Source: an optimization exercise on an open RTL-to-GDS flow (aim: small area). Production flows keep margins and buffers that such runs may drop.
In this exercise RTL edits were held to simulation tests only and were not proved equivalent to the original.
Power is estimated from default activity; no workload was simulated.

## flow/design.v

```verilog
`timescale 1ns/1ns
`default_nettype none
module xgmii_pktgen (
    input  wire logic        Clk,
    input  wire logic        Reset,
    input  wire logic        gen_en,
    input  wire logic [31:0] gen_num,
    input  wire logic [15:0] idle_len,
    input  wire logic [15:0] cfg_len,
    input  wire logic [47:0] cfg_dmac,
    input  wire logic [47:0] cfg_smac,
    input  wire logic [31:0] cfg_dip,
    input  wire logic [31:0] cfg_sip,
    input  wire logic [15:0] cfg_dp,
    input  wire logic [15:0] cfg_sp,
    input  wire logic [6:0]  cfg_mode,
    output logic      [63:0] txd,
    output logic      [7:0]  txc,
    output wire logic        tx_done
);
    logic q_idle, q_pre, q_sof, q_w0, q_w1, q_w2, q_w3, q_w4, q_pay, q_gap;
    logic        fresh;
    logic [31:0] k;
    logic [10:0] ll;
    logic [15:0] cnt;
    logic        eofr;
    logic        termr;
    logic [2:0]  modr;
    logic        c_smac, c_dip;
    logic        eqr;
    logic [31:0] k_inc;
    logic [10:0] ll_inc;
    logic [15:0] cnt_inc;
    logic        start_ok;
    logic        fs;
    logic [10:0] lm1;
    logic        last_next;
    assign cnt_inc  = cnt + 16'd1;
    assign start_ok = gen_en && (fresh || (gen_num == 32'd0) || !eqr);
    assign fs       = q_idle && start_ok;
    assign tx_done  = q_idle && !start_ok;
    assign lm1       = cfg_mode[6] ? ll : (cfg_len[10:0] - 11'd1);
    assign last_next = q_pay && (cnt_inc[7:0] == lm1[10:3]);
    always_ff @(posedge Clk or posedge Reset) begin
        if (Reset) begin
            q_idle <= 1'b1;
            q_pre  <= 1'b0;
            q_sof  <= 1'b0;
            q_w0   <= 1'b0;
            q_w1   <= 1'b0;
            q_w2   <= 1'b0;
            q_w3   <= 1'b0;
            q_w4   <= 1'b0;
            q_pay  <= 1'b0;
            q_gap  <= 1'b0;
            fresh  <= 1'b1;
            eofr   <= 1'b0;
            termr  <= 1'b0;
        end else begin
            eofr  <= last_next;
            termr <= eofr && (modr == 3'd0);
            if (!gen_en) begin
                fresh <= 1'b1;
            end else if (q_pre) begin
                fresh <= 1'b0;
            end
            q_idle <= (q_idle && !start_ok) || (last_next && (idle_len == 16'd0))
                   || (q_gap && (eofr ? (idle_len == 16'd1) : (cnt == idle_len)));
            q_pre  <= fs;
            q_sof  <= q_pre;
            q_w0   <= q_sof;
            q_w1   <= q_w0;
            q_w2   <= q_w1;
            q_w3   <= q_w2;
            q_w4   <= q_w3;
            q_pay  <= q_w4 || (q_pay && !last_next);
            q_gap  <= (last_next && (idle_len != 16'd0))
                   || (q_gap && !(eofr ? (idle_len == 16'd1) : (cnt == idle_len)));
        end
    end
    always_ff @(posedge Clk) begin
        if (q_pre) begin
            k  <= fresh ? 32'd0 : k_inc;
            ll <= (fresh || (ll == 11'd2047)) ? 11'd63 : ll_inc;
        end
        modr <= lm1[2:0] + 3'd1;
        if (q_sof) begin
            cnt <= 16'd0;
        end else if (q_gap && eofr) begin
            cnt <= 16'd2;
        end else begin
            cnt <= cnt_inc;
        end
    end
    logic s0, s1, s2, s3, s4, sp, si, spl;
    logic [15:0] kH, kL;
    logic [15:0] xH, xM, xL, yH, yM, yL, sH, sM, sL;
    logic        xLM, yLM, xMH, cLM, cMH, cH;
    logic [15:0] xB, yB, sB, oB;
    logic        cB, cBo;
    logic [63:0] word;
    assign sp  = q_sof;
    assign si  = q_pre;
    assign s0  = q_w0;
    assign s1  = q_w1;
    assign s2  = q_w2;
    assign s3  = q_w3;
    assign s4  = q_w4;
    assign spl = !(s0 || s1 || s2 || s3 || s4 || sp);
    assign kH  = k[31:16];
    assign kL  = k[15:0];
    always_comb begin
        xH = ({16{s0}} & cfg_dmac[47:32])       | ({16{s1 || sp}} & cfg_smac[31:16])
           | ({16{s2}} & {5'd0, lm1})           | ({16{s4}} & cfg_dip[15:0]);
        xM = ({16{s0}} & cfg_dmac[31:16])       | ({16{s1 || sp}} & cfg_smac[15:0])
           | ({16{s3}} & cfg_sip[31:16])        | ({16{s4}} & cfg_sp);
        xL = ({16{s0}} & cfg_dmac[15:0])        | ({16{s1}} & 16'h0800)
           | ({16{s2}} & 16'h4000)              | ({16{s3}} & cfg_sip[15:0])
           | ({16{s4}} & cfg_dp)                | ({16{sp}} & kL)
           | ({16{si}} & {5'd0, ll});
        yH = ({16{(s1 || sp) && cfg_mode[4]}} & kH) | ({16{s2}} & 16'hFFEF)
           | ({16{s4 && cfg_mode[3]}} & kL)         | ({16{spl}} & kH);
        yM = ({16{s0 && cfg_mode[5]}} & kH)         | ({16{(s1 || sp) && cfg_mode[4]}} & kL)
           | ({16{s3 && cfg_mode[2]}} & kH)         | ({16{s4 && cfg_mode[0]}} & kL)
           | ({16{spl}} & kL);
        yL = ({16{s0 && cfg_mode[5]}} & kL)         | ({16{s3 && cfg_mode[2]}} & kL)
           | ({16{s4 && cfg_mode[1]}} & kL)         | ({16{sp}} & ~gen_num[15:0]);
    end
    assign xLM = !(s4 || sp);
    assign yLM = si;
    assign xMH = !(s2 || s3 || s4);
    bk_add #(.N(50), .T(32)) u_add (
        .a  ({xH, xMH, xM, xLM, xL}),
        .b  ({yH, 1'b0, yM, yLM, yL}),
        .ci (si || sp),
        .s  ({sH, cMH, sM, cLM, sL}),
        .co (cH)
    );
    assign xB = ({16{s0}} & cfg_smac[47:32]) | ({16{s3}} & cfg_dip[31:16])
              | ({16{sp}} & kH)              | ({16{s2}} & cfg_dip[15:0]);
    assign yB = ({16{s3 && cfg_mode[3]}} & kH) | ({16{sp}} & ~gen_num[31:16])
              | ({16{s2 && cfg_mode[3]}} & kL);
    assign cB = s0 ? c_smac : (s3 ? c_dip : (sp && (&kL)));
    bk_add #(.N(16), .T(8)) u_addb (
        .a  (xB),
        .b  (yB),
        .ci (cB),
        .s  (sB),
        .co (cBo)
    );
    always_comb begin
        if (s0 || s3)  oB = sB;
        else if (s1)   oB = 16'h4500;
        else if (s2)   oB = 16'h4006;
        else if (s4)   oB = 16'h0004;
        else           oB = cnt;
    end
    assign word   = {sH, sM, sL, oB};
    assign k_inc  = {sH, sM};
    assign ll_inc = sL[10:0];
    always_ff @(posedge Clk) begin
        if (sp) begin
            eqr    <= (&sB) && (&sL);
        end
        c_smac <= cH;
        c_dip  <= cBo;
    end
    always_comb begin
        txd = {8{8'h07}};
        txc = 8'hFF;
        if (q_sof) begin
            txd = {8'hD5, {6{8'h55}}, 8'hFB};
            txc = 8'h01;
        end else if (q_w0 || q_w1 || q_w2 || q_w3 || q_w4 || q_pay || eofr) begin
            txc = 8'h00;
            for (int j = 0; j < 8; j++) begin
                txd[8*j +: 8] = word[63-8*j -: 8];
            end
            if (eofr && (modr != 3'd0)) begin
                txc = 8'hFF << modr;
                for (int j = 0; j < 8; j++) begin
                    if (j == int'(modr)) begin
                        txd[8*j +: 8] = 8'hFD;
                    end else if (j > int'(modr)) begin
                        txd[8*j +: 8] = 8'h07;
                    end
                end
            end
        end else if (termr) begin
            txd = {{7{8'h07}}, 8'hFD};
        end
    end
endmodule
module bk_add #(
    parameter int N = 16,
    parameter int T = 8
) (
    input  wire logic [N-1:0] a,
    input  wire logic [N-1:0] b,
    input  wire logic         ci,
    output logic      [N-1:0] s,
    output logic              co
);
    logic [N-1:0] g, p, gg, pp;
    logic [N:0]   c;
    always_comb begin
        g  = a & b;
        p  = a ^ b;
        gg = g;
        pp = p;
        for (int l = 1; l < N; l = l * 2) begin
            for (int i = 2 * l - 1; i < N; i = i + 2 * l) begin
                gg[i] = gg[i] | (pp[i] & gg[i - l]);
                pp[i] = pp[i] & pp[i - l];
            end
        end
        for (int l = T; l >= 1; l = l / 2) begin
            for (int i = 3 * l - 1; i < N; i = i + 2 * l) begin
                if (((i + 1) % (2 * l)) != 0) begin
                    gg[i] = gg[i] | (pp[i] & gg[i - l]);
                    pp[i] = pp[i] & pp[i - l];
                end
            end
        end
        c[0] = ci;
        for (int i = 0; i < N; i++) begin
            c[i + 1] = gg[i] | (pp[i] & ci);
        end
        s  = p ^ c[N-1:0];
        co = c[N];
    end
endmodule
`default_nettype wire
```

## flow/flow/run.sh

```bash
#!/bin/bash
# The standard layout (the standard.sh, ORFS synthesis to final), with
# two ORFS options set: every input and output port is still buffered, but
# by the smallest buffer cell instead of the one buffer_ports picks by
# default; and clock tree synthesis runs with its usual arguments (plus the
# buffer list and cluster size from config.mk) but adds no dummy loads.
# make's own output goes to flow_make.log; each ORFS step logs to
# orfs/logs/ as usual.
set -euo pipefail
bash standard.sh \
  "BUFFER_PORTS_ARGS=-buffer_cell sky130_fd_sc_hd__buf_1" \
  "CTS_ARGS=-sink_clustering_enable -repair_clock_nets -sink_clustering_size 25 -buf_list sky130_fd_sc_hd__clkbuf_8 -dont_use_dummy_load" \
  finish > flow_make.log 2>&1
```

## flow/standard.sh

```bash
#!/bin/bash
# synth_recipe.tcl (not shown) runs the flow's synth.tcl, then flattens the netlist and writes it again
# the make line also repeats each setting of config.mk as NAME=value (left out here)
make -C /OpenROAD-flow-scripts/flow DESIGN_CONFIG=/design/flow/config.mk WORK_HOME=/design/flow/orfs CLKGATE_MAP_FILE= SYNTH_SCRIPT=/design/flow/synth_recipe.tcl "${@:-finish}"
```

## flow/config.mk

```make
export PLATFORM = sky130hd
export DESIGN_NAME = xgmii_pktgen
export DESIGN_NICKNAME = xgmii_pktgen
export VERILOG_FILES = /design/flow/design.v
export SDC_FILE = /design/flow/constraint.sdc
export NUM_CORES = 4
export LEC_CHECK = 0
export CAP_MARGIN = 20
export CORE_MARGIN = 2
export CORE_UTILIZATION = 60
export CTS_BUF_LIST = sky130_fd_sc_hd__clkbuf_8
export CTS_CLUSTER_SIZE = 25
export PLACE_DENSITY = 0.72
export SLEW_MARGIN = 20
```

## flow/constraint.sdc

```tcl
create_clock -name core_clock -period 6.4 [get_ports {Clk}]
set_input_delay 1.2800 -clock core_clock [delete_from_list [all_inputs] [get_ports {Clk}]]
set_output_delay 1.2800 -clock core_clock [all_outputs]
set_load 0.01 [all_outputs]
```

==> flow_metrics.tcl, run 1 <==
set metrics [dict create \
    status "complete, no violations" \
    synth_warnings 3 \
    drv_slew 0 \
    placed_area_um2 10900 \
    io_pins 339 \
    io_buffers 333 \
    endpoint "txd[7]" \
    tritoncts "yes" \
    grt_start_max_net_pins 70 \
    antenna_found_initial 3 \
    hold_viol_final 0 \
    via_count 12000 \
    r2r-end "eqr" \
    route.antenna.remaining_nets 0 \
    path_max_fanout 16 \
    cts_made_buffers 9 \
    fin_crit_sh_pct 97.8 \
    critPathArrivalTime_ps 4980 \
    clkSinkCount 78 \
    place_inst 1770 \
    synth_cells 1272 \
    rows 45 \
    clk_pin_slew_ps 80 \
    ir_drop_uv 130 \
    hold-worst-slack_ps 541 \
    nets 1907 \
    min-delay-path-class "reg2reg" \
    initial_core_util_pct 62.0 \
    worstSetupStartpointType "input port" \
    clock_skew_ps 31.3 \
    ys_types 82 \
    core_um2 15300 \
    grt_pass1_wl_mm 56.5 \
    synth-edff-count 44 \
    fin_crit_ps 6260 \
    clock-root-buffer "clkbuf_8" \
    crit_path_end_kind "output pin" \
    fin_area_um2 11100 \
    synth_seq_cells 78 \
    syn_avg_cell_area_um2 7.46 \
    grt_usage_pct 44.2 \
    postRouteWirelength_mm 39.0 \
    die_w_um 130 \
    drcViolationCount 0 \
    yosysSeqAreaShare_pct 21.8 \
    gp_congestion 1.02 \
    overflow 0 \
    dp_hpwl_mm 30.4 \
    wl_per_cell_um 21.8 \
    grt_pass1_vias 10500 \
    dieArea_um2 16800 \
    drtPass1Iterations 9 \
    reg2regPathDepth 17 \
    syn_nets 1608 \
    h-tree-depth 3 \
    clockBufferDepth 2 \
    maxSlewHeadroom_pct 49.2 \
    pre_cts_ws_ps 182 \
    synth_top_cell_area_share_pct 13.9 \
    drv_cap 0 \
    critPathRequiredTime_ps 5120 \
    drt_iter0_markers 1560 \
    clk_latency_ps 400 \
    p_leak_uw 0.00466 \
    clock.fmax_mhz 160 \
    fin_ws_ps 140 \
    worst_pin_slew_ps 755 \
    powerDensity_nw_per_um2 176 \
    rrSetupSlack_ps 1370 \
    mostFrequentLayoutCells "333 x buf_1, 194 x nand2_1, 143 x nor2_1" \
    synth_ff_type "edfxtp_1" \
    worstSetupStartpoint "cfg_mode[5]" \
    fp.dieH_um 130 \
    total_power_uw 1960 \
    path_class "in2out" \
    final_common_cell "buf_1" \
    reg2reg_from "q_w3" \
    instances_no_fill 1784 \
    drive_gt1_share_pct 4.97 \
    synth.area.top_cells "edfxtp_1 14%, ha_1 9.0%, nand2_1 7.7%, nor2_1 5.7%, a22oi_1 5.3%" \
    synthArstFlopShare_pct 16.7 \
    report.final.setup_viol 0 \
    avgViaCountPerCell 6.74 \
    synth_area_leader_cell "edfxtp_1" \
    area_delta_synth_final_pct 16.9 \
    synth_area_um2 9490 \
]
-- report_power, final --
part           switching, uW  internal [uW]
Clock                    191            126
Sequential               131            583
Combinational            575            349
-- synthesized netlist by cell type, types with 17 or more instances --
master / n
xor2_1: 35
nand2_1: 194
a31oi_1: 17
nand3_1: 21
ha_1: 68
inv_1: 30
nor3_1: 20
a21o_1: 22
a222oi_1: 45
a22oi_1: 67
edfxtp_1: 44
a21oi_1: 72
a22o_1: 18
nor2_1: 143
dfxtp_1: 21
clkbuf_1: 60
a221o_1: 17
nand4_1: 25
o21ai_0: 98
xnor2_1: 50
-- registers in the layout, indices dropped and copies added, names as in the netlist --
name and flops:
q_pre 1, termr 1, modr 3, q_w0 1, q_sof 1, cnt 16, ll 11, q_idle 1
c_dip 1, fresh 1, q_w1 1, q_w2 1, c_smac 1, q_w3 1, q_pay 1, k 32
q_w4 1, eofr 1, q_gap 1, eqr 1
-- cell type report --
| cell class | instances | area, um^2 |
|---|---|---|
| tap | 211 | 264 |
| antenna | 4 | 10.0 |
| inverter | 31 | 116 |
| timing repair buffer | 361 | 1460 |
| multi-input combinational | 1090 | 7040 |
| sequential | 78 | 2080 |
| clock buffer | 9 | 124 |
| fill | 1377 | 4220 |
-- cells by family after synthesis --
| group | synth area share [%] |
|---|---|
| and+or+nand+nor | 25.0 |
| DFF | 21.8 |
| xor gates and xnor gates | 7.84 |
| buffers and inverters | 4.30 |
| AOI/OAI and AO/OA | 31.1 |
| adders and majority gates | 9.39 |
| muxes | 0.527 |
-- worst min-delay path by stage --
| stage | start | endpoint | slack, ps | depth (start not counted) |
|---|---|---|---|---|
| floorplan | q_w3 | q_w4 | 370 | 0 |
| global route | q_w1 | q_w2 | 540 | 0 |
| finish | q_w1 | q_w2 | 540 | 0 |
| CTS | q_w1 | q_w2 | 530 | 0 |
| global placement | q_w1 | q_w2 | 510 | 0 |
| detailed placement | q_w1 | q_w2 | 510 | 0 |
-- metal layers --
layer  global-route usage (%)  wire (um)  up-vias
met1                     56.0      14100     5482
met2                     70.0      17300      980
li1                         -          -     5407
met4                     22.3       2020        0
met5                        0          0        -
met3                     11.3       5500      160
-- what timing repair did --
action,4_1_cts,5_1_grt
setup endpoints to repair,1,13
gates resized for setup,1,6
hold buffers,0,0
cloned,0,0
buffers inserted,0,1
-- critical path, stage by stage --
cell and delay, ps:
buf_1 70, a22o_1 310, a21o_2 330, nand2_1 110
o21ai_0 120, ha_1 380, a21oi_1 180, o21ai_0 170
a22oi_1 270, a21oi_1 140, o21ai_2 260, o21ai_4 120
a221o_2 450, a21oi_1 280, mux2i_1 270, o21bai_1 100
buf_1 140
-- per-stage QoR --
step                      TNS [ps]  utilization, %
after CTS                        0            72.2
after floorplan                  0               -
after global routing         -28.1            72.4
final                            0            72.4
after detailed placement         0            71.4
after global placement           0            71.4
==> run 2, diff against run 1 <==
--- a/flow/design.v
+++ b/flow/design.v
@@ -32,3 +32,2 @@
     logic [10:0] ll_inc;
-    logic [15:0] cnt_inc;
     logic        start_ok;
@@ -37,3 +36,3 @@
     logic        last_next;
-    assign cnt_inc  = cnt + 16'd1;
+    logic [15:0] sB;
     assign start_ok = gen_en && (fresh || (gen_num == 32'd0) || !eqr);
@@ -42,3 +41,3 @@
     assign lm1       = cfg_mode[6] ? ll : (cfg_len[10:0] - 11'd1);
-    assign last_next = q_pay && (cnt_inc[7:0] == lm1[10:3]);
+    assign last_next = q_pay && (sB[7:0] == lm1[10:3]);
     always_ff @(posedge Clk or posedge Reset) begin
@@ -86,4 +85,4 @@
         modr <= lm1[2:0] + 3'd1;
-        if (q_sof) begin
-            cnt <= 16'd0;
+        if (q_w4) begin
+            cnt <= 16'd5;
         end else if (q_gap && eofr) begin
@@ -91,3 +90,3 @@
         end else begin
-            cnt <= cnt_inc;
+            cnt <= sB;
         end
@@ -98,3 +97,3 @@
     logic        xLM, yLM, xMH, cLM, cMH, cH;
-    logic [15:0] xB, yB, sB, oB;
+    logic [15:0] xB, yB, oB;
     logic        cB, cBo;
@@ -139,6 +138,7 @@
     assign xB = ({16{s0}} & cfg_smac[47:32]) | ({16{s3}} & cfg_dip[31:16])
-              | ({16{sp}} & kH)              | ({16{s2}} & cfg_dip[15:0]);
+              | ({16{sp}} & kH)              | ({16{s2}} & cfg_dip[15:0])
+              | ({16{q_pay || q_gap}} & cnt);
     assign yB = ({16{s3 && cfg_mode[3]}} & kH) | ({16{sp}} & ~gen_num[31:16])
               | ({16{s2 && cfg_mode[3]}} & kL);
-    assign cB = s0 ? c_smac : (s3 ? c_dip : (sp && (&kL)));
+    assign cB = s0 ? c_smac : (s3 ? c_dip : (sp ? (&kL) : (q_pay || q_gap)));
     bk_add #(.N(16), .T(8)) u_addb (
--- a/flow/config.mk
+++ b/flow/config.mk
@@ -13,2 +13,3 @@
 export PLACE_DENSITY = 0.72
+export SETUP_SLACK_MARGIN = 0.05
 export SLEW_MARGIN = 20
==> run 2 against run 1 <==
Against the previous run:
- still clean on timing, DRC and antenna
- non-clock buffer count rose by 25
- hold slack improved by 17 ps
- first-iteration DRC count rose by 33%
- setup slack got worse by 28 ps
- maximum frequency fell by 0.45%
- area after synthesis fell by 1.6%
- global-route usage rose by 3.8 points
- clock skew fell by 8.6 ps
- largest cell class unchanged
- largest power group is now sequential cells
==> flow_metrics.tcl, run 2 <==
set metrics [dict create \
    clock-root-buffer "clkbuf_8" \
    path_max_fanout 4 \
    hold-worst-slack_ps 558 \
    drtPass1Iterations 9 \
    nets 1895 \
    power.switching_uw 557 \
    synth_area_um2 9340 \
    maxSlewHeadroom_pct 48.6 \
    postRouteWirelength_mm 41.6 \
    yosys.area_share.simple_pct 24.1 \
    grt_usage_pct 47.9 \
    clkSinkCount 78 \
    synthArstFlopShare_pct 16.7 \
    synth_cells 1237 \
    seqPwrFrac_pct 42.7 \
    synthMuxAreaShare_pct 0.214 \
    synth_area_leader_cell "edfxtp_1" \
    cts_made_buffers 9 \
    synth_compound_area_share_pct 31.2 \
    synth_seq_cells 78 \
    drv_slew 0 \
    crit_path_end_kind "output pin" \
    largest_reg_flops 32 \
    tritoncts "yes" \
    synth_ff_type "edfxtp_1" \
    status "complete, no violations" \
    wl_per_cell_um 23.8 \
    synth_warnings 3 \
    p_leak_uw 0.00461 \
    worst_pin_slew_ps 771 \
    clk_pin_slew_ps 90 \
    swShare_pct 37.6 \
    area_delta_synth_final_pct 19.4 \
    ys_types 75 \
    synth_xor_area_share_pct 8.16 \
    overflow 0 \
    worstSetupStartpointType "input port" \
    grt_pass1_vias 10800 \
    synth_top_family_by_area "compound AO/OA/AOI/OAI gates" \
    whs_path_depth 1 \
    grt_start_max_net_pins 46 \
    drcViolationCount 0 \
    drt_iter0_markers 2078 \
    initial_core_util_pct 61.4 \
    fin_crit_ps 6290 \
    hold_viol_final 0 \
    drv_cap 0 \
    via_count 12100 \
    hold_buffers 0 \
    yosysMostFrequentCell "nand2_1" \
    grt_pass1_wl_mm 59.5 \
    die_w_um 129 \
    io_pins 339 \
    totalNegativeSetupSlack_ps 0 \
    p_clk_share_pct 21.1 \
    mostFrequentLayoutCells "331 x buf_1, 167 x nand2_1, 113 x nor2_1" \
    reg.largest.list "k (32), cnt (16), ll (11)" \
    min-delay-path-class "reg2reg" \
    fin_crit_sh_pct 98.3 \
    rows 45 \
    ir_drop_uv 96.1 \
    synth_common_cells "168 x nand2_1, 113 x nor2_1, 95 x o21ai_0, 82 x a21oi_1, 67 x ha_1" \
    yosysSeqAreaShare_pct 22.2 \
    antenna_found_initial 1 \
    largest-register "k" \
    gp_congestion 1.08 \
    syn_nets 1572 \
    post_synth_fa_ha_maj_area_fraction_pct 9.40 \
    powerDensity_nw_per_um2 133 \
    clk_latency_ps 390 \
    dieArea_um2 16600 \
    critPathRequiredTime_ps 5120 \
    p_int_uw 923 \
    clock_skew_ps 22.7 \
    report.final.setup_viol 0 \
    final_common_cell "buf_1" \
    combPwrFrac_pct 36.2 \
    core_um2 15200 \
    fp.dieH_um 129 \
    syn_avg_cell_area_um2 7.55 \
    fillers 1263 \
    synth_top_cell_area_share_pct 14.1 \
    rsz0062_at_grt "false" \
    drive_gt1_share_pct 6.61 \
    reg2regPathDepth 16 \
    io_buffers 333 \
    path_class "in2out" \
    avgViaCountPerCell 6.92 \
    critPathArrivalTime_ps 5010 \
    dp_hpwl_mm 32.8 \
    clock.fmax_mhz 159 \
    h-tree-depth 3 \
    clockBufferDepth 2 \
    route.antenna.remaining_nets 0 \
    synth-edff-count 44 \
    synth.area.top_cells "edfxtp_1 14%, ha_1 9.0%, nand2_1 6.8%, o21ai_0 5.1%, a22oi_1 5.1%" \
]
-- run 2: cell type report --
type / count / area [um^2] / area share, %
antenna: 1 / 2.50 / 0.0224
sequential: 78 / 2080 / 18.6
tap: 188 / 235 / 2.11
clock buffer: 9 / 124 / 1.11
timing repair buffer: 386 / 1650 / 14.8
multi-input combinational: 1046 / 6910 / 62.0
inverter: 39 / 150 / 1.35
-- run 2: metrics by stage --
step           setup WS [ps]  util [%]  power, uW  instance area, um^2  instances
2_1_floorplan            512         -        944                 9340       1237
3_5_place_dp           -32.5      71.8       1150                10900       1734
5_1_grt                 11.1      73.3       1540                11100       1746
4_1_cts                 68.7      72.6       1450                11000       1743
3_3_place_gp            63.3      71.8       1150                10900       1734
6_report                 111      73.3       1480                11200       1747
-- run 2: power by group through the flow --
| stage | Clock, uW | Sequential (uW) | Combinational, uW |
|---|---|---|---|
| 2_1_floorplan | 0 | 610 | 335 |
| 3_3_place_gp | 0 | 637 | 509 |
| 3_5_place_dp | 0 | 638 | 516 |
| 4_1_cts | 305 | 627 | 519 |
| 5_1_grt | 325 | 637 | 573 |
| 6_report | 312 | 632 | 536 |
-- run 2: per-layer routing --
| metal | up-vias | wire length, um | GRT usage, % |
|---|---|---|---|
| li1 | 5342 | - | - |
| met1 | 5497 | 14500 | 59.1 |
| met2 | 1035 | 18400 | 76.7 |
| met3 | 217 | 5990 | 12.2 |
| met4 | 0 | 2650 | 26.9 |
| met5 | - | 0 | 0 |
-- run 2: cell families after synthesis --
family / after synthesis
compound gates: 422
xor+xnor: 84
fa+ha+maj: 69
buf+inv: 113
flops: 78
mux: 2
simple gates: 469
-- run 2: final timing paths --
check                          to  slack [ps]        from
max                        txd[7]         110  cfg_len[4]
min                         q_pay         560       q_pay
max reg2reg                   eqr        1810       q_sof
min reg2reg                 q_pay         560       q_pay
max in group asynchronous    q_w4        5110       Reset
min in group asynchronous   q_pay         900       Reset
-- run 2: critical path, cell delays in order --
cell	delay, ps
buf_1	140
or4_4	550
or3_1	330
a21oi_1	190
a21oi_1	100
buf_4	180
o21ai_0	180
ha_1	290
a21o_1	190
a21o_1	160
a21oi_1	150
o21ai_1	100
a21oi_1	190
o21ai_2	140
a211oi_4	340
nand3b_1	120
a32oi_1	230
clkbuf_2	160
-- run 2: what timing repair did --
action	4_1_cts	5_1_grt
cloned	0	0
gates resized for setup	1	25
endpoints found under the hold margin	0	0
buffers inserted	0	3
pin swaps	0	6
setup endpoints to repair	1	18
==> run 3, diff against run 2 <==
--- a/flow/config.mk
+++ b/flow/config.mk
@@ -13,3 +13,3 @@
 export PLACE_DENSITY = 0.72
-export SETUP_SLACK_MARGIN = 0.05
+export SETUP_SLACK_MARGIN = 0.02
 export SLEW_MARGIN = 20
==> run 3 against run 2 <==
Against the previous run:
- via count shrank 0.12%
- setup slack worse by 1.8 ps
- combinational power is essentially flat
- synthesized cell count stayed put
- core utilization shrank 0.27 points
- critical path depth unchanged
- largest power group unchanged
- highest routed layer unchanged
==> flow_metrics.tcl, run 3 <==
set metrics [dict create \
    endpoint "txd[7]" \
    path_cells "buf_1 > or4_4 > or3_1 > a21oi_1 > a21oi_1 > buf_4 > o21ai_0 > ha_1 > a21o_1 > a21o_1 > a21oi_1 > o21ai_0 > a21oi_1 > o21ai_2 > a211oi_4 > nand3b_1 > a32oi_1 > clkbuf_2" \
    antenna_found_initial 1 \
    grt_pass1_vias 10800 \
    io_pins 339 \
    critPathArrivalTime_ps 5010 \
    io_buffers 333 \
    fin_area_um2 11100 \
    final_common_cell "buf_1" \
    via_count 12100 \
    synth_common_cells "168 x nand2_1, 113 x nor2_1, 95 x o21ai_0, 82 x a21oi_1, 67 x ha_1" \
    largest-register "k" \
    tritoncts "yes" \
    crit_path_end_kind "output pin" \
    p_leak_uw 0.00460 \
    initial_core_util_pct 61.4 \
    syn_avg_cell_area_um2 7.55 \
    total_power_uw 1480 \
    overflow 0 \
    clkSinkCount 78 \
    fin_crit_ps 6290 \
    die_w_um 129 \
    path_max_fanout 4 \
    cpMostUsedCell "a21oi_1" \
    ir_drop_uv 97.3 \
    dieArea_um2 16600 \
    cpMaxStageDelayCell "or4_4" \
    hold_viol_final 0 \
    area_delta_synth_final_pct 18.9 \
    drcViolationCount 0 \
    gp_congestion 1.08 \
    rrSetupSlack_ps 1690 \
    maxSlewHeadroom_pct 47.7 \
    largest_reg_flops 32 \
    core_um2 15200 \
    rsz0062_at_grt "true" \
    min-delay-path-class "reg2reg" \
    postRouteWirelength_mm 41.5 \
    synth_top_cell_area_share_pct 14.1 \
    n_antenna_cell 0 \
    grt_usage_pct 47.9 \
    rows 45 \
    fin_crit_sh_pct 98.3 \
    report.final.setup_viol 0 \
    clockBufferDepth 2 \
    reg2reg_from "q_sof" \
    reg.largest.list "k (32), cnt (16), ll (11)" \
    clk_pin_slew_ps 90 \
    dp_hpwl_mm 32.8 \
    reg2regPathDepth 15 \
    status "complete, no violations" \
    nets 1894 \
    hold_start "q_pay" \
    clk_latency_ps 390 \
    drt_iter0_markers 1751 \
    r2r-end "eqr" \
    synth.area.top_cells "edfxtp_1 14%, ha_1 9.0%, nand2_1 6.8%, o21ai_0 5.1%, a22oi_1 5.1%" \
    yosysMostFrequentCell "nand2_1" \
    synth-edff-count 44 \
    h-tree-depth 3 \
    worstSetupStartpoint "cfg_len[4]" \
    drv_slew 0 \
    yosysSeqAreaShare_pct 22.2 \
    clock_skew_ps 24.6 \
    synth_seq_cells 78 \
    placed_area_um2 10900 \
    avgViaCountPerCell 6.92 \
    worst-path-buf-inv 3 \
    drtPass1Iterations 9 \
    synth_cells 1237 \
    cts_made_buffers 9 \
    clock.fmax_mhz 159 \
    worstSetupStartpointType "input port" \
    synth_ff_type "edfxtp_1" \
    route.antenna.remaining_nets 0 \
    wl_per_cell_um 23.8 \
    critPathRequiredTime_ps 5120 \
    synthArstFlopShare_pct 16.7 \
    synth_area_um2 9340 \
    worst_pin_slew_ps 784 \
    worstSetupPathDepth 18 \
    ys_types 75 \
    powerDensity_nw_per_um2 133 \
    cp_slowest_stage_delay_ps 540 \
    fillers 1272 \
    grt_start_max_net_pins 46 \
    synth_warnings 3 \
    grt_pass1_wl_mm 59.5 \
    drive_gt1_share_pct 6.29 \
    path_class "in2out" \
    mostFrequentLayoutCells "331 x buf_1, 168 x nand2_1, 113 x nor2_1" \
    critical_path.top_delay_family "compound AO/OA/AOI/OAI gates" \
    drv_cap 0 \
    clock-root-buffer "clkbuf_8" \
    fp.dieH_um 129 \
    syn_nets 1572 \
    synth_area_leader_cell "edfxtp_1" \
]
[run 3: cell counts after synthesis]
Identical to the previous run, type by type.
[run 3: repair_timing]
item	in CTS	in global routing
pin swaps	0	3
setup buffers	0	2
endpoints found under the setup margin	1	16
hold buffers	0	0
resized for setup	1	19
[run 3: area by class of cell]
| cell class | instances | area, um^2 | share of cell area (%) |
|---|---|---|---|
| clock buffer | 9 | 124 | 1.11 |
| inverter | 39 | 146 | 1.32 |
| multi-input combinational | 1046 | 6890 | 62.0 |
| sequential | 78 | 2080 | 18.7 |
| tap | 188 | 235 | 2.12 |
| timing repair buffer | 385 | 1640 | 14.8 |
[run 3: worst register-to-register path, stage by stage (launching register included)]
cell      delay, ps
dfrtp_2         370
buf_4           370
clkinv_1        480
buf_4           380
o21ai_0         230
ha_1            240
nand4_1         140
or3_1           370
nor4_4          230
o31ai_1         190
o21ai_0         320
a21oi_1         170
o21bai_1        300
xor2_1          290
nand4_1         190
nor4_1          250
[run 3: logic make-up after synthesis]
group           count (synthesis)  share of synthesized area (%)
compound gates                422                           31.2
xor+xnor                       84                           8.16
fa+ha+maj                      69                           9.40
buf+inv                       113                           4.70
flops                          78                           22.2
mux                             2                          0.214
simple gates                  469                           24.1
[run 3: through the flow]
stage	setup WS, ps	std cells	setup TNS (ps)	hold WS, ps	util, %
3_3_place_gp	63.3	1734	0	529	71.8
4_1_cts	68.7	1743	0	554	72.6
2_1_floorplan	512	1237	0	352	-
6_report	110	1745	0	556	73.1
5_1_grt	-9.71	1745	-9.71	567	73.1
3_5_place_dp	-32.5	1734	-32.5	536	71.8
[run 3: worst min path at each step]
stage,endpoint,slack (ps),depth (start not counted)
floorplan,q_w3,350,0
global placement,q_pay,530,1
detailed placement,q_pay,540,1
CTS,q_pre,550,1
global route,q_pre,570,1
finish,q_pay,560,1
[run 3: power by group]
group	switching [uW]	internal, uW
sequential	67.3	563
clock	187	126
combinational	305	233
total	559	923
[run 3: layer usage]
| metal | routed length (um) | part of all wire [%] | track usage [%] | up-vias |
|---|---|---|---|---|
| li1 | - | - | - | 5341 |
| met1 | 14400 | 35 | 59.1 | 5463 |
| met2 | 18300 | 44 | 76.7 | 1070 |
| met3 | 6150 | 15 | 12.2 | 203 |
| met4 | 2600 | 6.3 | 26.9 | 0 |
| met5 | 0 | 0 | 0 | - |
==> run 4, diff against run 3 <==
--- a/flow/design.v
+++ b/flow/design.v
@@ -40,3 +40,3 @@
     assign tx_done  = q_idle && !start_ok;
-    assign lm1       = cfg_mode[6] ? ll : (cfg_len[10:0] - 11'd1);
+    assign lm1       = ll;
     assign last_next = q_pay && (sB[7:0] == lm1[10:3]);
@@ -82,3 +82,3 @@
             k  <= fresh ? 32'd0 : k_inc;
-            ll <= (fresh || (ll == 11'd2047)) ? 11'd63 : ll_inc;
+            ll <= (cfg_mode[6] && (fresh || (ll == 11'd2047))) ? 11'd63 : ll_inc;
         end
@@ -118,3 +118,4 @@
            | ({16{s4}} & cfg_dp)                | ({16{sp}} & kL)
-           | ({16{si}} & {5'd0, ll});
+           | ({16{si && cfg_mode[6]}} & {5'd0, ll})
+           | ({16{si && !cfg_mode[6]}} & {5'd0, cfg_len[10:0]});
         yH = ({16{(s1 || sp) && cfg_mode[4]}} & kH) | ({16{s2}} & 16'hFFEF)
@@ -125,3 +126,4 @@
         yL = ({16{s0 && cfg_mode[5]}} & kL)         | ({16{s3 && cfg_mode[2]}} & kL)
-           | ({16{s4 && cfg_mode[1]}} & kL)         | ({16{sp}} & ~gen_num[15:0]);
+           | ({16{s4 && cfg_mode[1]}} & kL)         | ({16{sp}} & ~gen_num[15:0])
+           | ({16{si && !cfg_mode[6]}} & 16'h07FF);
     end
@@ -133,3 +135,3 @@
         .b  ({yH, 1'b0, yM, yLM, yL}),
-        .ci (si || sp),
+        .ci ((si && cfg_mode[6]) || sp),
         .s  ({sH, cMH, sM, cLM, sL}),
--- a/flow/config.mk
+++ b/flow/config.mk
@@ -13,3 +13,3 @@
 export PLACE_DENSITY = 0.72
-export SETUP_SLACK_MARGIN = 0.02
+export SETUP_SLACK_MARGIN = 0.05
 export SLEW_MARGIN = 20
==> run 4 against run 3 <==
Against the previous run:
- still clean on timing, DRC and antenna
- sequential share of layout area shrank 0.14 points
- final cell count up 0.29%
- clock skew increased by 10 ps
- sequential power is essentially flat
- combinational power up 91%
- synthesized cell count down 0.73%
- critical path type unchanged
- largest power group is now combinational cells
- highest routed layer unchanged
==> flow_metrics.tcl, run 4 <==
set metrics [dict create \
    dieArea_um2 16500 \
    instances_no_fill 1750 \
    synth_ff_type "edfxtp_1" \
    clock-root-buffer "clkbuf_8" \
    critPathRequiredTime_ps 5120 \
    dp_hpwl_mm 32.4 \
    die_w_um 128 \
    postRouteWirelength_mm 41.8 \
    clock_skew_ps 35.0 \
    synth_top_cell_area_share_pct 14.2 \
    p_clk_share_pct 15.4 \
    maxSlewHeadroom_pct 27.2 \
    drt_iter0_markers 2049 \
    clock.fmax_mhz 160 \
    hold_viol_final 0 \
    area_delta_synth_final_pct 20.7 \
    drcViolationCount 0 \
    io_pins 339 \
    path_cells "buf_1 > a22o_1 > a21o_4 > a221o_1 > ha_1 > nand2_1 > o41ai_1 > buf_4 > a221oi_2 > buf_4 > o221ai_1 > a21oi_2 > o21bai_2 > a21oi_1 > o21ba_2 > xor2_1 > a21boi_0 > buf_4 > buf_1" \
    p_int_uw 1080 \
    critPathArrivalTime_ps 4970 \
    worstSetupPathDepth 19 \
    worstSetupStartpointType "input port" \
    largest_reg_flops 32 \
    grt_usage_pct 49.4 \
    grt_pass1_vias 10800 \
    status "complete, no violations" \
    mostFrequentLayoutCells "332 x buf_1, 161 x nand2_1, 118 x nor2_1" \
    grt_use_met3_pct 14.3 \
    pre_cts_ws_ps -5.47 \
    crit_path_end_kind "output pin" \
    yosysSeqAreaShare_pct 22.3 \
    clockBufferDepth 2 \
    synth-edff-count 44 \
    multi_input_area_um2 6830 \
    io_buffers 333 \
    reg2reg_from "q_sof" \
    combPwrFrac_pct 52.5 \
    rrSetupSlack_ps 1390 \
    powerDensity_nw_per_um2 175 \
    drive_gt1_share_pct 7.87 \
    seqPwrFrac_pct 32.1 \
    grt_pass1_wl_mm 61.2 \
    hold-worst-slack_ps 560 \
    gp_congestion 1.08 \
    worst_pin_slew_ps 1090 \
    r2r-end "eqr" \
    synth.area.top_cells "edfxtp_1 14%, ha_1 8.9%, nand2_1 6.5%, a22oi_1 6.1%, o21ai_0 5.1%" \
    h-tree-depth 3 \
    worstSetupStartpoint "cfg_mode[5]" \
    ir_drop_uv 127 \
    endpoint "txd[17]" \
    syn_avg_cell_area_um2 7.56 \
    min-delay-path-class "reg2reg" \
    path_max_fanout 9 \
    hold_buffers 0 \
    synth_common_cells "161 x nand2_1, 119 x nor2_1, 94 x o21ai_0, 76 x a22oi_1, 66 x ha_1" \
    clk_pin_slew_ps 100 \
    reg.largest.list "k (32), cnt (16), ll (11)" \
    fin_crit_sh_pct 97.7 \
    tritoncts "yes" \
    core_um2 15100 \
    cp_slowest_stage_delay_ps 350 \
    grt_use_met2_pct 75.3 \
    largest-register "k" \
    synth_area_um2 9290 \
    fp.dieH_um 128 \
    cpMostUsedCell "buf_4" \
    ys_types 72 \
    p_leak_uw 0.00472 \
    swShare_pct 45.1 \
    fin_crit_ps 6250 \
    met1_usage_pct 62.2 \
    yosysMostFrequentCell "nand2_1" \
    fillers 1276 \
    syn_nets 1562 \
    cpMaxStageDelayCell "ha_1" \
    synth_cells 1228 \
    route.antenna.remaining_nets 0 \
    rows 45 \
    clkSinkCount 78 \
    report.final.setup_viol 0 \
    wl_per_cell_um 23.9 \
    synthArstFlopShare_pct 16.7 \
    avgViaCountPerCell 6.95 \
    rsz0062_at_grt "true" \
    synth_warnings 3 \
    final_common_cell "buf_1" \
    nets 1898 \
    path_class "in2out" \
    clk_latency_ps 380 \
    drv_cap 0 \
    grt_start_max_net_pins 49 \
    antenna_found_initial 0 \
    power.switching_uw 886 \
    via_count 12200 \
    drtPass1Iterations 6 \
    drv_slew 0 \
    place_inst 1739 \
    worst-path-buf-inv 5 \
    reg2regPathDepth 16 \
    critical_path.top_delay_family "compound AO/OA/AOI/OAI gates" \
    cts_made_buffers 9 \
    synth_seq_cells 78 \
    synth_area_leader_cell "edfxtp_1" \
    top_usage_layer "met2" \
    ff_latch_area_um2 2080 \
    fin_ws_ps 146 \
    n_antenna_cell 0 \
    overflow 0 \
    initial_core_util_pct 61.3 \
]
## run 4: worst register-to-register path: cells and delay by family (launching register included)
kind | cells | cell delay [ps]
AND/OR/NAND/NOR | 11 | 2170
buffers and inverters | 2 | 880
adder cells (fa/ha/maj) | 1 | 700
AO/OA/AOI/OAI | 2 | 640
flip-flops | 1 | 380
## run 4: how the worst min path moves through the flow
stage,slack [ps],cells after the start,end,from
3_3_place_gp,510,1,q_w2,q_w1
2_1_floorplan,380,0,q_w3,q_w2
6_report,560,1,q_w2,q_w1
4_1_cts,540,1,q_w2,q_w1
3_5_place_dp,520,1,q_w2,q_w1
5_1_grt,560,1,q_w2,q_w1
## run 4: cell type report
cell class / count / share of cell area, %
flip-flops and latches: 78 / 18.5
well taps: 188 / 2.10
repair buffers: 397 / 15.7
multi-input cells: 1029 / 60.9
clock buffers: 9 / 1.11
inverters: 49 / 1.64
## run 4: cell families (layout without fill, tap and decap cells)
kind of cell / after synthesis / count (layout) / share of synthesized area (%)
AOI/OAI and AO/OA: 419 / 419 / 31.9
xor gates and xnor gates: 69 / 69 / 6.66
adders and majority gates: 68 / 68 / 9.32
buffers and inverters: 121 / 455 / 4.97
DFF: 78 / 78 / 22.3
muxes: 12 / 12 / 1.44
and+or+nand+nor: 461 / 461 / 23.4
## run 4: metrics by stage
step	total power [uW]	util (%)	setup TNS, ps	cell area (um^2)
floorplan	1240	-	0	9290
global placement	1610	72.6	0	11000
detailed placement	1620	72.6	-5.47	11000
CTS	1920	73.5	0	11100
global route	2060	74.0	-15.5	11200
finish	1970	74.0	0	11200
## run 4: power by group through the flow
stage	Sequential [uW]	Combinational [uW]	Clock [uW]
finish	631	1030	302
global route	635	1110	314
CTS	627	994	295
detailed placement	638	986	0
global placement	634	975	0
floorplan	614	622	0
## run 4: routing by layer
| layer | routed length (um) | vias up | share of wire [%] |
|---|---|---|---|
| met5 | 0 | - | 0 |
| met4 | 2980 | 0 | 7.1 |
| met3 | 6320 | 232 | 15 |
| met2 | 17900 | 1091 | 43 |
| met1 | 14600 | 5499 | 35 |
| li1 | - | 5337 | - |
## run 4: what timing repair did
| item | CTS | global route |
|---|---|---|
| endpoints found under the setup margin | 6 | 20 |
| setup buffers | 0 | 2 |
| pin swaps | 0 | 3 |
| resized for setup | 3 | 22 |

static timing again, ports no longer ideal:
Ports are ideal in the flow. The routed layouts listed here were re-timed in OpenROAD. Step 1 (the two cells are an assumption about what drives the block):
set clk [get_ports {Clk}]
set_driving_cell -lib_cell sky130_fd_sc_hd__clkbuf_16 $clk
set_driving_cell -lib_cell sky130_fd_sc_hd__buf_2 [delete_from_list [all_inputs] $clk]
Step 2 times the ports against the registers' clock, not the clock port: input delays grow and output delays shrink by t, the midpoint of the rising clock arrivals with the driver on. Three values: ideal ports, drivers, drivers and shift; two values: the first two.
run	shift t [ns]	slack for setup (ns)	slew at the worst register clock pin (ns)
run 1	0.426	0.140 / 0.114 / 0.116	0.10 / 0.10
run 2	0.417	0.111 / 0.084 / 0.084	0.09 / 0.09
run 3	0.420	0.110 / 0.082 / 0.082	0.09 / 0.09
run 4	0.411	0.146 / 0.126 / 0.126	0.10 / 0.10
After both steps setup and hold are still met in every run listed. The setup slack of run 3, which loses most, moves by -0.028 ns with the drivers and by -0.028 ns with both steps.
